Background: an optimization exercise with open tools, aiming at small area, a short achievable clock period and few clock cycles per item. Do not read the settings as production practice.
Function was checked by simulation only, so behaviour that the tests miss may differ from the original.
Power figures rest on the tool's default switching activity, not on a simulated workload.

==> flow/design.v <==
package mkc_pkg;
  localparam int unsigned KW        = 11;
  localparam int unsigned XW        = 16;
  localparam int unsigned SQ_OUT_W  = 34;
  localparam int unsigned FIX_OUT_W = 33;
  localparam int unsigned FRAC_BITS = 16;
  localparam logic [KW-1:0] K_RESET = 11'd2;
  localparam logic [KW-1:0] MIN_K   = 11'd2;
  typedef enum logic [4:0] {
    OP_NONE,
    OP_LOAD,
    OP_LOAD_LAST,
    OP_BAD,
    OP_PINIT,
    OP_RDNEW,
    OP_LATNEW,
    OP_RD,
    OP_DIFF,
    OP_SQ,
    OP_UPD,
    OP_ENDR,
    OP_SINIT,
    OP_CRD,
    OP_CLAT,
    OP_JRD,
    OP_JCMP,
    OP_CCHK,
    OP_SQRT,
    OP_OUT
  } mkc_op_e;
  typedef struct packed {
    mkc_op_e op;
  } cmd_t;
  typedef struct packed {
    logic bad_k;
    logic last_v;
    logic last_round;
    logic last_j;
    logic found;
    logic sqrt_done;
  } status_t;
  typedef struct packed {
    logic signed [XW-1:0] point_x;
    logic signed [XW-1:0] point_y;
    logic                 last_point;
  } in_t;
  typedef struct packed {
    logic [SQ_OUT_W-1:0]  squared_spacing;
    logic [FIX_OUT_W-1:0] spacing_fixed;
    logic                 bad_count;
  } out_t;
endpackage
module mkc_sqrt
#(
  parameter int unsigned VW = 36
) (
  input  logic                       clk_i,
  input  logic                       rst_ni,
  input  logic                       start_i,
  input  logic [VW-1:0]              value_i,
  output logic                       done_o,
  output logic [VW/2+mkc_pkg::FRAC_BITS-1:0]  root_o
);
  localparam int unsigned ITER = VW / 2 + mkc_pkg::FRAC_BITS;
  localparam int unsigned RMW  = ITER + 2;
  localparam int unsigned CW   = $clog2(ITER + 1);
  logic [CW-1:0]   cnt_q;
  logic            done_q;
  logic [VW-1:0]   vs_q;
  logic [RMW-1:0]  rem_q, rem_d, rs, trial;
  logic [ITER-1:0] root_q, root_d;
  always_comb begin
    rs    = {rem_q[RMW-3:0], vs_q[VW-1:VW-2]};
    trial = {root_q, 2'b01};
    if (rs >= trial) begin
      rem_d  = rs - trial;
      root_d = {root_q[ITER-2:0], 1'b1};
    end else begin
      rem_d  = rs;
      root_d = {root_q[ITER-2:0], 1'b0};
    end
  end
  always_ff @(posedge clk_i or negedge rst_ni) begin
    if (!rst_ni) begin
      cnt_q  <= '0;
      done_q <= 1'b0;
    end else begin
      done_q <= (cnt_q == CW'(1));
      if (start_i) begin
        cnt_q <= CW'(ITER);
      end else if (cnt_q != '0) begin
        cnt_q <= cnt_q - CW'(1);
      end
    end
  end
  always_ff @(posedge clk_i) begin
    if (start_i) begin
      vs_q   <= value_i;
      rem_q  <= '0;
      root_q <= '0;
    end else if (cnt_q != '0) begin
      vs_q   <= vs_q << 2;
      rem_q  <= rem_d;
      root_q <= root_d;
    end
  end
  assign done_o = done_q;
  assign root_o = root_q;
endmodule
module mkc_ctrl
(
  input  logic    clk_i,
  input  logic    rst_ni,
  input  logic    in_valid_i,
  input  logic    last_point_i,
  input  logic    out_free_i,
  input  mkc_pkg::status_t status_i,
  output logic    in_ready_o,
  output mkc_pkg::cmd_t    cmd_o
);
  typedef enum logic [4:0] {
    S_IDLE, S_CHK, S_PINIT, S_RDNEW, S_LATNEW, S_RD, S_DIFF, S_SQ, S_UPD,
    S_ENDR, S_SINIT, S_CRD, S_CLAT, S_JRD, S_JCMP, S_CCHK, S_SQRT,
    S_SWAIT, S_DONE
  } state_e;
  state_e state_q;
  logic   in_fire;
  assign in_ready_o = (state_q == S_IDLE);
  assign in_fire    = in_valid_i && in_ready_o;
  always_ff @(posedge clk_i or negedge rst_ni) begin
    if (!rst_ni) begin
      state_q <= S_IDLE;
    end else begin
      unique case (state_q)
        S_IDLE:   if (in_fire && last_point_i) state_q <= S_CHK;
        S_CHK:    state_q <= status_i.bad_k ? S_SQRT : S_PINIT;
        S_PINIT:  state_q <= S_RDNEW;
        S_RDNEW:  state_q <= S_LATNEW;
        S_LATNEW: state_q <= S_RD;
        S_RD:     state_q <= S_DIFF;
        S_DIFF:   state_q <= S_SQ;
        S_SQ:     state_q <= S_UPD;
        S_UPD:    state_q <= status_i.last_v ? S_ENDR : S_RD;
        S_ENDR:   state_q <= status_i.last_round ? S_SINIT : S_RDNEW;
        S_SINIT:  state_q <= S_CRD;
        S_CRD:    state_q <= S_CLAT;
        S_CLAT:   state_q <= S_JRD;
        S_JRD:    state_q <= S_JCMP;
        S_JCMP:   state_q <= status_i.last_j ? S_CCHK : S_JRD;
        S_CCHK:   state_q <= status_i.found ? S_SQRT : S_CRD;
        S_SQRT:   state_q <= S_SWAIT;
        S_SWAIT:  if (status_i.sqrt_done) state_q <= S_DONE;
        S_DONE:   if (out_free_i) state_q <= S_IDLE;
        default:  state_q <= S_IDLE;
      endcase
    end
  end
  always_comb begin
    cmd_o.op = mkc_pkg::OP_NONE;
    unique case (state_q)
      S_IDLE:   if (in_fire) cmd_o.op = last_point_i ? mkc_pkg::OP_LOAD_LAST : mkc_pkg::OP_LOAD;
      S_CHK:    cmd_o.op = status_i.bad_k ? mkc_pkg::OP_BAD : mkc_pkg::OP_NONE;
      S_PINIT:  cmd_o.op = mkc_pkg::OP_PINIT;
      S_RDNEW:  cmd_o.op = mkc_pkg::OP_RDNEW;
      S_LATNEW: cmd_o.op = mkc_pkg::OP_LATNEW;
      S_RD:     cmd_o.op = mkc_pkg::OP_RD;
      S_DIFF:   cmd_o.op = mkc_pkg::OP_DIFF;
      S_SQ:     cmd_o.op = mkc_pkg::OP_SQ;
      S_UPD:    cmd_o.op = mkc_pkg::OP_UPD;
      S_ENDR:   cmd_o.op = mkc_pkg::OP_ENDR;
      S_SINIT:  cmd_o.op = mkc_pkg::OP_SINIT;
      S_CRD:    cmd_o.op = mkc_pkg::OP_CRD;
      S_CLAT:   cmd_o.op = mkc_pkg::OP_CLAT;
      S_JRD:    cmd_o.op = mkc_pkg::OP_JRD;
      S_JCMP:   cmd_o.op = mkc_pkg::OP_JCMP;
      S_CCHK:   cmd_o.op = mkc_pkg::OP_CCHK;
      S_SQRT:   cmd_o.op = mkc_pkg::OP_SQRT;
      S_SWAIT:  cmd_o.op = mkc_pkg::OP_NONE;
      S_DONE:   if (out_free_i) cmd_o.op = mkc_pkg::OP_OUT;
      default:  cmd_o.op = mkc_pkg::OP_NONE;
    endcase
  end
endmodule
module mkc_dpath
#(
  parameter int unsigned MAX_POINTS = 32,
  parameter int unsigned COORD_BITS = 16
) (
  input  logic                          clk_i,
  input  logic                          rst_ni,
  input  mkc_pkg::cmd_t                          cmd_i,
  input  mkc_pkg::in_t                           in_data_i,
  input  logic                          cfg_we_i,
  input  logic [mkc_pkg::KW-1:0]                 cfg_data_i,
  output mkc_pkg::status_t                       status_o,
  output logic [2*COORD_BITS+2:0]       res_sq_o,
  output logic                          res_bad_o,
  output logic [COORD_BITS+mkc_pkg::FRAC_BITS+1:0] res_root_o
);
  localparam int unsigned IW   = $clog2(MAX_POINTS);
  localparam int unsigned CNTW = $clog2(MAX_POINTS + 1);
  localparam int unsigned CB   = COORD_BITS;
  localparam int unsigned DW   = CB + 1;
  localparam int unsigned SUMW = 2 * DW + 1;
  logic signed [CB-1:0] x_mem [MAX_POINTS];
  logic signed [CB-1:0] y_mem [MAX_POINTS];
  logic [SUMW-1:0]      dist_mem [MAX_POINTS];
  logic [SUMW-1:0]      w_mem [MAX_POINTS];
  logic [mkc_pkg::KW-1:0]   k_q;
  logic [CNTW-1:0] cnt_q, n_q, t_q, lt_q, le_q;
  logic            full;
  logic [CB+mkc_pkg::XW-1:0] px_ext, py_ext;
  logic signed [CB-1:0] x_rd_q, y_rd_q, nx_q, ny_q;
  logic [SUMW-1:0]      dist_rd_q, w_rd_q, min_q, cw_q, d, nd;
  logic signed [DW-1:0] dx_q, dy_q;
  logic [2*DW-1:0]      sqx_q, sqy_q;
  logic [MAX_POINTS-1:0] in_tree_q;
  logic [IW-1:0]        v_q, new_q, arg_q, round_q, cand_q, j_q, xy_addr, w_addr;
  logic                 first_q;
  logic [SUMW-1:0]      res_sq_q;
  logic                 res_bad_q;
  logic                 sqrt_done;
  assign full   = (cnt_q == CNTW'(MAX_POINTS));
  assign px_ext = {{CB{1'b0}}, in_data_i.point_x};
  assign py_ext = {{CB{1'b0}}, in_data_i.point_y};
  always_ff @(posedge clk_i or negedge rst_ni) begin
    if (!rst_ni) begin
      cnt_q <= '0;
      k_q   <= mkc_pkg::K_RESET;
    end else begin
      if (cfg_we_i) k_q <= cfg_data_i;
      if (cmd_i.op == mkc_pkg::OP_LOAD_LAST) begin
        cnt_q <= '0;
      end else if (cmd_i.op == mkc_pkg::OP_LOAD && !full) begin
        cnt_q <= cnt_q + CNTW'(1);
      end
    end
  end
  always_ff @(posedge clk_i) begin
    if ((cmd_i.op == mkc_pkg::OP_LOAD || cmd_i.op == mkc_pkg::OP_LOAD_LAST) && !full) begin
      x_mem[cnt_q[IW-1:0]] <= px_ext[CB-1:0];
      y_mem[cnt_q[IW-1:0]] <= py_ext[CB-1:0];
    end
    if (cmd_i.op == mkc_pkg::OP_LOAD_LAST) begin
      n_q <= full ? cnt_q : cnt_q + CNTW'(1);
    end
  end
  assign xy_addr = (cmd_i.op == mkc_pkg::OP_RDNEW) ? new_q : v_q;
  assign w_addr  = (cmd_i.op == mkc_pkg::OP_CRD) ? cand_q : j_q;
  always_ff @(posedge clk_i) begin
    if (cmd_i.op == mkc_pkg::OP_RD || cmd_i.op == mkc_pkg::OP_RDNEW) begin
      x_rd_q <= x_mem[xy_addr];
      y_rd_q <= y_mem[xy_addr];
    end
    if (cmd_i.op == mkc_pkg::OP_RD) dist_rd_q <= dist_mem[v_q];
    if (cmd_i.op == mkc_pkg::OP_CRD || cmd_i.op == mkc_pkg::OP_JRD) w_rd_q <= w_mem[w_addr];
    if (cmd_i.op == mkc_pkg::OP_UPD && !in_tree_q[v_q]) dist_mem[v_q] <= nd;
    if (cmd_i.op == mkc_pkg::OP_ENDR) w_mem[round_q] <= min_q;
  end
  assign d  = {1'b0, sqx_q} + {1'b0, sqy_q};
  assign nd = (first_q || d < dist_rd_q) ? d : dist_rd_q;
  always_ff @(posedge clk_i) begin
    unique case (cmd_i.op)
      mkc_pkg::OP_PINIT: begin
        new_q     <= '0;
        in_tree_q <= MAX_POINTS'(1);
        first_q   <= 1'b1;
        round_q   <= '0;
      end
      mkc_pkg::OP_LATNEW: begin
        nx_q  <= x_rd_q;
        ny_q  <= y_rd_q;
        v_q   <= '0;
        min_q <= '1;
      end
      mkc_pkg::OP_DIFF: begin
        dx_q <= $signed({x_rd_q[CB-1], x_rd_q}) - $signed({nx_q[CB-1], nx_q});
        dy_q <= $signed({y_rd_q[CB-1], y_rd_q}) - $signed({ny_q[CB-1], ny_q});
      end
      mkc_pkg::OP_SQ: begin
        sqx_q <= (2*DW)'(dx_q * dx_q);
        sqy_q <= (2*DW)'(dy_q * dy_q);
      end
      mkc_pkg::OP_UPD: begin
        if (!in_tree_q[v_q] && nd < min_q) begin
          min_q <= nd;
          arg_q <= v_q;
        end
        v_q <= v_q + IW'(1);
      end
      mkc_pkg::OP_ENDR: begin
        in_tree_q[arg_q] <= 1'b1;
        new_q            <= arg_q;
        round_q          <= round_q + IW'(1);
        first_q          <= 1'b0;
      end
      mkc_pkg::OP_SINIT: begin
        cand_q <= '0;
        t_q    <= n_q - CNTW'(k_q);
      end
      mkc_pkg::OP_CLAT: begin
        cw_q <= w_rd_q;
        j_q  <= '0;
        lt_q <= '0;
        le_q <= '0;
      end
      mkc_pkg::OP_JCMP: begin
        if (w_rd_q < cw_q)  lt_q <= lt_q + CNTW'(1);
        if (w_rd_q <= cw_q) le_q <= le_q + CNTW'(1);
        j_q <= j_q + IW'(1);
      end
      mkc_pkg::OP_CCHK: begin
        if (status_o.found) begin
          res_sq_q  <= cw_q;
          res_bad_q <= 1'b0;
        end else begin
          cand_q <= cand_q + IW'(1);
        end
      end
      mkc_pkg::OP_BAD: begin
        res_sq_q  <= '0;
        res_bad_q <= 1'b1;
      end
      default: ;
    endcase
  end
  always_comb begin
    status_o.bad_k      = (k_q < mkc_pkg::MIN_K) || (k_q > mkc_pkg::KW'(n_q));
    status_o.last_v     = (CNTW'(v_q) + CNTW'(1) == n_q);
    status_o.last_round = (CNTW'(round_q) + CNTW'(2) == n_q);
    status_o.last_j     = (CNTW'(j_q) + CNTW'(2) == n_q);
    status_o.found      = (lt_q <= t_q) && (t_q < le_q);
    status_o.sqrt_done  = sqrt_done;
  end
  mkc_sqrt #(
    .VW(SUMW + 1)
  ) u_sqrt (
    .clk_i   (clk_i),
    .rst_ni  (rst_ni),
    .start_i (cmd_i.op == mkc_pkg::OP_SQRT),
    .value_i ({1'b0, res_sq_q}),
    .done_o  (sqrt_done),
    .root_o  (res_root_o)
  );
  assign res_sq_o  = res_sq_q;
  assign res_bad_o = res_bad_q;
endmodule
module mst_k_clustering_distance
#(
  parameter int unsigned MAX_POINTS = 32,
  parameter int unsigned COORD_BITS = 16
) (
  input  logic                 clk_i,
  input  logic                 rst_ni,
  input  logic                 in_valid_i,
  output logic                 in_ready_o,
  input  logic [mkc_pkg::XW-1:0]        point_x_i,
  input  logic [mkc_pkg::XW-1:0]        point_y_i,
  input  logic                 last_point_i,
  output logic                 out_valid_o,
  input  logic                 out_ready_i,
  output logic [mkc_pkg::SQ_OUT_W-1:0]  squared_spacing_o,
  output logic [mkc_pkg::FIX_OUT_W-1:0] spacing_fixed_o,
  output logic                 bad_count_o,
  input  logic                 cfg_we_i,
  input  logic [mkc_pkg::KW-1:0]        cfg_data_i
);
  localparam int unsigned SUMW = 2 * COORD_BITS + 3;
  localparam int unsigned RW   = COORD_BITS + mkc_pkg::FRAC_BITS + 2;
  mkc_pkg::in_t             in_data_i;
  mkc_pkg::cmd_t            cmd;
  mkc_pkg::status_t         status;
  logic [SUMW-1:0] res_sq;
  logic [RW-1:0]   res_root;
  logic            res_bad;
  logic            out_free;
  logic            out_valid_q;
  mkc_pkg::out_t            out_q;
  logic [SUMW+mkc_pkg::SQ_OUT_W-1:0] sq_ext;
  logic [RW+mkc_pkg::FIX_OUT_W-1:0]  root_ext;
  assign in_data_i.point_x    = point_x_i;
  assign in_data_i.point_y    = point_y_i;
  assign in_data_i.last_point = last_point_i;
  assign out_free = !out_valid_q || out_ready_i;
  assign sq_ext   = {{mkc_pkg::SQ_OUT_W{1'b0}}, res_sq};
  assign root_ext = {{mkc_pkg::FIX_OUT_W{1'b0}}, res_root};
  mkc_ctrl u_ctrl (
    .clk_i        (clk_i),
    .rst_ni       (rst_ni),
    .in_valid_i   (in_valid_i),
    .last_point_i (in_data_i.last_point),
    .out_free_i   (out_free),
    .status_i     (status),
    .in_ready_o   (in_ready_o),
    .cmd_o        (cmd)
  );
  mkc_dpath #(
    .MAX_POINTS (MAX_POINTS),
    .COORD_BITS (COORD_BITS)
  ) u_dpath (
    .clk_i      (clk_i),
    .rst_ni     (rst_ni),
    .cmd_i      (cmd),
    .in_data_i  (in_data_i),
    .cfg_we_i   (cfg_we_i),
    .cfg_data_i (cfg_data_i),
    .status_o   (status),
    .res_sq_o   (res_sq),
    .res_bad_o  (res_bad),
    .res_root_o (res_root)
  );
  always_ff @(posedge clk_i or negedge rst_ni) begin
    if (!rst_ni) begin
      out_valid_q <= 1'b0;
    end else if (cmd.op == mkc_pkg::OP_OUT) begin
      out_valid_q <= 1'b1;
    end else if (out_ready_i) begin
      out_valid_q <= 1'b0;
    end
  end
  always_ff @(posedge clk_i) begin
    if (cmd.op == mkc_pkg::OP_OUT) begin
      out_q.squared_spacing <= sq_ext[mkc_pkg::SQ_OUT_W-1:0];
      out_q.spacing_fixed   <= root_ext[mkc_pkg::FIX_OUT_W-1:0];
      out_q.bad_count       <= res_bad;
    end
  end
  assign out_valid_o       = out_valid_q;
  assign squared_spacing_o = out_q.squared_spacing;
  assign spacing_fixed_o   = out_q.spacing_fixed;
  assign bad_count_o       = out_q.bad_count;
endmodule
==> flow/run.sh <==
#!/bin/bash
# synth_recipe.tcl (not shown) runs the flow's synth.tcl, then flattens the netlist and writes it again
# the make line also repeats each setting of config.mk as NAME=value (left out here)
make -C /OpenROAD-flow-scripts/flow DESIGN_CONFIG=/design/flow/config.mk WORK_HOME=/design/flow/orfs CLKGATE_MAP_FILE= SYNTH_SCRIPT=/design/flow/synth_recipe.tcl finish
==> flow/config.mk <==
export PLATFORM = sky130hd
export DESIGN_NAME = mst_k_clustering_distance
export DESIGN_NICKNAME = mst_k_clustering_distance
export VERILOG_FILES = /design/flow/design.v
export SDC_FILE = /design/flow/constraint.sdc
export NUM_CORES = 4
export LEC_CHECK = 0
export CAP_MARGIN = 20
export CORE_MARGIN = 2
export CORE_UTILIZATION = 40
export SLEW_MARGIN = 20
==> flow/constraint.sdc <==
create_clock -name core_clock -period 8.0 [get_ports {clk_i}]
set_input_delay 1.6000 -clock core_clock [delete_from_list [all_inputs] [get_ports {clk_i}]]
set_output_delay 1.6000 -clock core_clock [all_outputs]
set_load 0.01 [all_outputs]
==> reports/results.txt <==
Final WL -> 463000 µm
P&R area growth vs syn -> 12.3%
Status -> no timing/DRC/antenna violations
Leak -> 70.8 nW
Die W -> 670 µm
Port bufs -> 118
Cell repeated most along the worst path -> ha_1
Critical path data arrival time -> 8.37 ns
Die area -> 449000 µm²
Max_slew headroom -> 0.206
Nets -> 13500
Synth top area cells -> edfxtp_1, fa_1, mux4_2
Starting Density -> 0.402
# DRC -> 0
Placed Instances -> 18000
Final slew viol count -> 0
Drt first pass iters -> 5
Antenna-violating nets left -> 0
Hold path depth -> 0
Vias -> 103000
Ys Warns -> 4
Share of cells above drive strength 1 -> 0.103
Crit path setup slack, layout -> 0.388 ns
Slew @ Worst Pin -> 1.19 ns
Core Util, Final -> 0.451
Post-synth top area share -> 0.642
Max Clk Rate -> 131 MHz
# H-tree levels -> 5
Share of flip-flops with an asynchronous set or reset -> 0.00771
Placed Area -> 187000 µm²
DP HPWL -> 267000 µm
Final Hold Viols -> 0
Max_cap viols -> 0
Largest net degree at the start of global routing -> 183
Setup Crit Path Kind -> reg2reg
CTS Buf Count -> 398
Worst r2r path cells -> 28
Most common cell in the netlist -> edfxtp_1
Num rows -> 244
Min Tclk post-route -> 7.61 ns
Hold crit path type -> reg2reg
Top cells by count, synth -> edfxtp_1, nand2_1, inv_1
Skew final -> 0.139 ns
Unrepaired setup endpoints after global routing -> false
CP startpoint kind -> flip-flop
Slowest library cell on the worst path -> mux2_2
# IOs -> 119
Clock root buffer -> clkbuf_16
Mapped Cells -> 12400
Syn_nets -> 13400
Chip Height -> 670 µm
FILL cells -> 38900
Mapped cell area -> 178000 µm²
Synth Area per Inst -> 14.3 µm²
Max Root-Sink Buffers -> 4
CTS tree -> yes
GRT Total Usage -> 0.201
Cell taking the most area after synthesis -> edfxtp_1
Setup Slack @ Placement -> 0.222 ns
Seq/Total Area, Yosys -> 0.654
Via density -> 5.49
Largest stage delay, worst path -> 0.61 ns
Power per cell area -> 200 nW/µm²
Crit path required time -> 8.76 ns
Routability congestion estimate -> 0.837
Post-synth EDFFs -> 3794
Initial antenna violation count -> 24
Post-route setup TNS -> 0 ns
Setup-failing EPs final -> 0
VDD IR max -> 212 µV
Wirelength per Cell -> 24.7 µm
Final Cell Area -> 199000 µm²
Vias in the first global route -> 101000
Sink Count -> 3893
Worst skew pair latency -> 1.03 ns
Unique masters post-synth -> 98
Tcrit/Tclk final -> 0.951
Core area -> 442000 µm²
Hold Buf Count CTS -> 0
First-pass GRT wire length -> 676000 µm
Flops & latches, synth -> 3893
Initial DRC count -> 10700
Worst Hold Slack -> 0.426 ns
Overall Power -> 39.9 mW
Post-Layout Cell Count -> 18800
Crit path max fanout -> 33
Clk pin slew, worst setup/hold paths -> 0.06 ns
GRT Residual Overflow -> 0
Prevailing post-synth register cell -> edfxtp_1
CP endpoint kind -> flip-flop
placed cells by master, fill, tap and decap left out, drive strengths merged, types with 29 or more instances in the layout:
master	instances
nand2b	74
a21o	159
nand4	71
nor2b	42
o211ai	76
and2	617
dfxtp	69
a21oi	326
a22oi	146
nand3	124
clkbuf	512
o21a	29
nand2	1716
nor2	430
nor3	60
o21ai	138
inv	868
buf	288
fa	545
a31oi	252
clkdlybuf4s50	110
edfxtp	3794
a211oi	681
xnor2	147
dfrtp	29
a311o	65
a311oi	238
mux4	288
ha	424
clkinv	171
xor2	56
cell type report:
type                            instances  area, µm²  share of cell area
Sequential cell                      3893     116000               0.582
Multi-Input combinational cell       6967      56700               0.284
Clock buffer                          512      10500              0.0529
Tap cell                             5904       7390              0.0370
Timing Repair Buffer                  398       3740              0.0187
Inverter                              855       3210              0.0161
Clock inverter                        203       1750             0.00877
Antenna cell                           18       45.0            0.000226
power by group:
part | switching [mW] | internal, mW | leakage, nW
registers | 0.00424 | 22.1 | 38.2
logic | 0.0981 | 0.0322 | 26.7
clock network | 7.88 | 9.79 | 5.97
critical path: cells and delay by family, from the launching register on:
| kind | cells | cell delay (ns) |
|---|---|---|
| AOI/OAI and AO/OA | 13 | 2.63 |
| xor gates and xnor gates | 1 | 0.25 |
| adders and majority gates | 3 | 1.09 |
| buffers and inverters | 2 | 0.51 |
| DFF | 1 | 0.36 |
| muxes | 1 | 0.61 |
| and+or+nand+nor | 8 | 2.00 |
layer usage:
layer	global-route usage	routed length (µm)
met5	0	107
met4	0.0561	13300
met3	0.0258	28800
met2	0.333	222000
met1	0.278	199000
registers in the layout (all words and copies together), names as in the netlist, 17 cells and up:
name                   flops
u_dpath.cw_q              35
u_dpath.sqy_q             33
u_dpath.dist_rd_q         35
u_dpath.w_mem           1120
u_dpath.res_sq_q          35
u_dpath.in_tree_q         32
u_dpath.dy_q              17
u_dpath.x_mem            512
u_dpath.u_sqrt.vs_q       36
u_dpath.dist_mem        1120
u_dpath.y_mem            512
out_q                     68
u_dpath.min_q             35
u_dpath.w_rd_q            35
u_dpath.u_sqrt.root_q     34
u_dpath.dx_q              17
u_dpath.u_sqrt.rem_q      34
u_dpath.sqx_q             33
kinds of logic after synthesis:
| kind of cell | Yosys count | share of synthesized area |
|---|---|---|
| buf+inv | 1538 | 0.0333 |
| simple gates | 3243 | 0.0834 |
| mux | 332 | 0.0393 |
| xor+xnor | 203 | 0.0100 |
| fa+ha+maj | 969 | 0.0913 |
| compound gates | 2220 | 0.0890 |
| flops | 3893 | 0.654 |
final timing paths:
check	slack, ns	to	startpoint
setup / recovery	0.39	u_dpath.min_q[8]$_SDFFCE_PN1P_	u_dpath.sqy_q[3]$_DFFE_PN_
hold / removal	0.43	out_q[0]$_DFFE_PP_	u_dpath.res_bad_q$_DFFE_PP_
setup reg to reg	0.39	u_dpath.min_q[8]$_SDFFCE_PN1P_	u_dpath.sqy_q[3]$_DFFE_PN_
hold reg to reg	0.43	out_q[0]$_DFFE_PP_	u_dpath.res_bad_q$_DFFE_PP_
max in group asynchronous	6.63	u_dpath.k_q[10]$_DFFE_PN0P_	rst_ni
min in group asynchronous	0.71	u_dpath.u_sqrt.cnt_q[4]$_DFFE_PN0P_	rst_ni
repair_timing:
| action | CTS | global route |
|---|---|---|
| setup endpoints to repair | 0 | 40 |
| setup buffers | 0 | 4 |
| endpoints found under the hold margin | 0 | 0 |
| resized for setup | 0 | 5 |
Testbench counts, summed over its fixed seeds: cycles 496,654, sets 192.

## port drivers added, routing unchanged
Ports are ideal in the flow. The routed layout listed here was re-timed in OpenROAD.
Step 1 sets driving cells, clkbuf_16 on the clock port and buf_2 on the other inputs (assumed; they add their load-dependent delay and slew).
Step 2 also shifts input and output timing later by t, the mid clock arrival at the registers, as if the neighbouring blocks saw the same clock.
a / b / c = ideal ports / drivers / drivers and shift; a / b = the first two.
shift t [ns]: 1.055
slack for setup (ns): 0.388 / 0.388 / 0.388
pins driven straight from the clock port: 1
After both steps this run still meets setup and hold. The setup slack of this run moves by 0.000 ns with the drivers and by 0.000 ns with both steps.
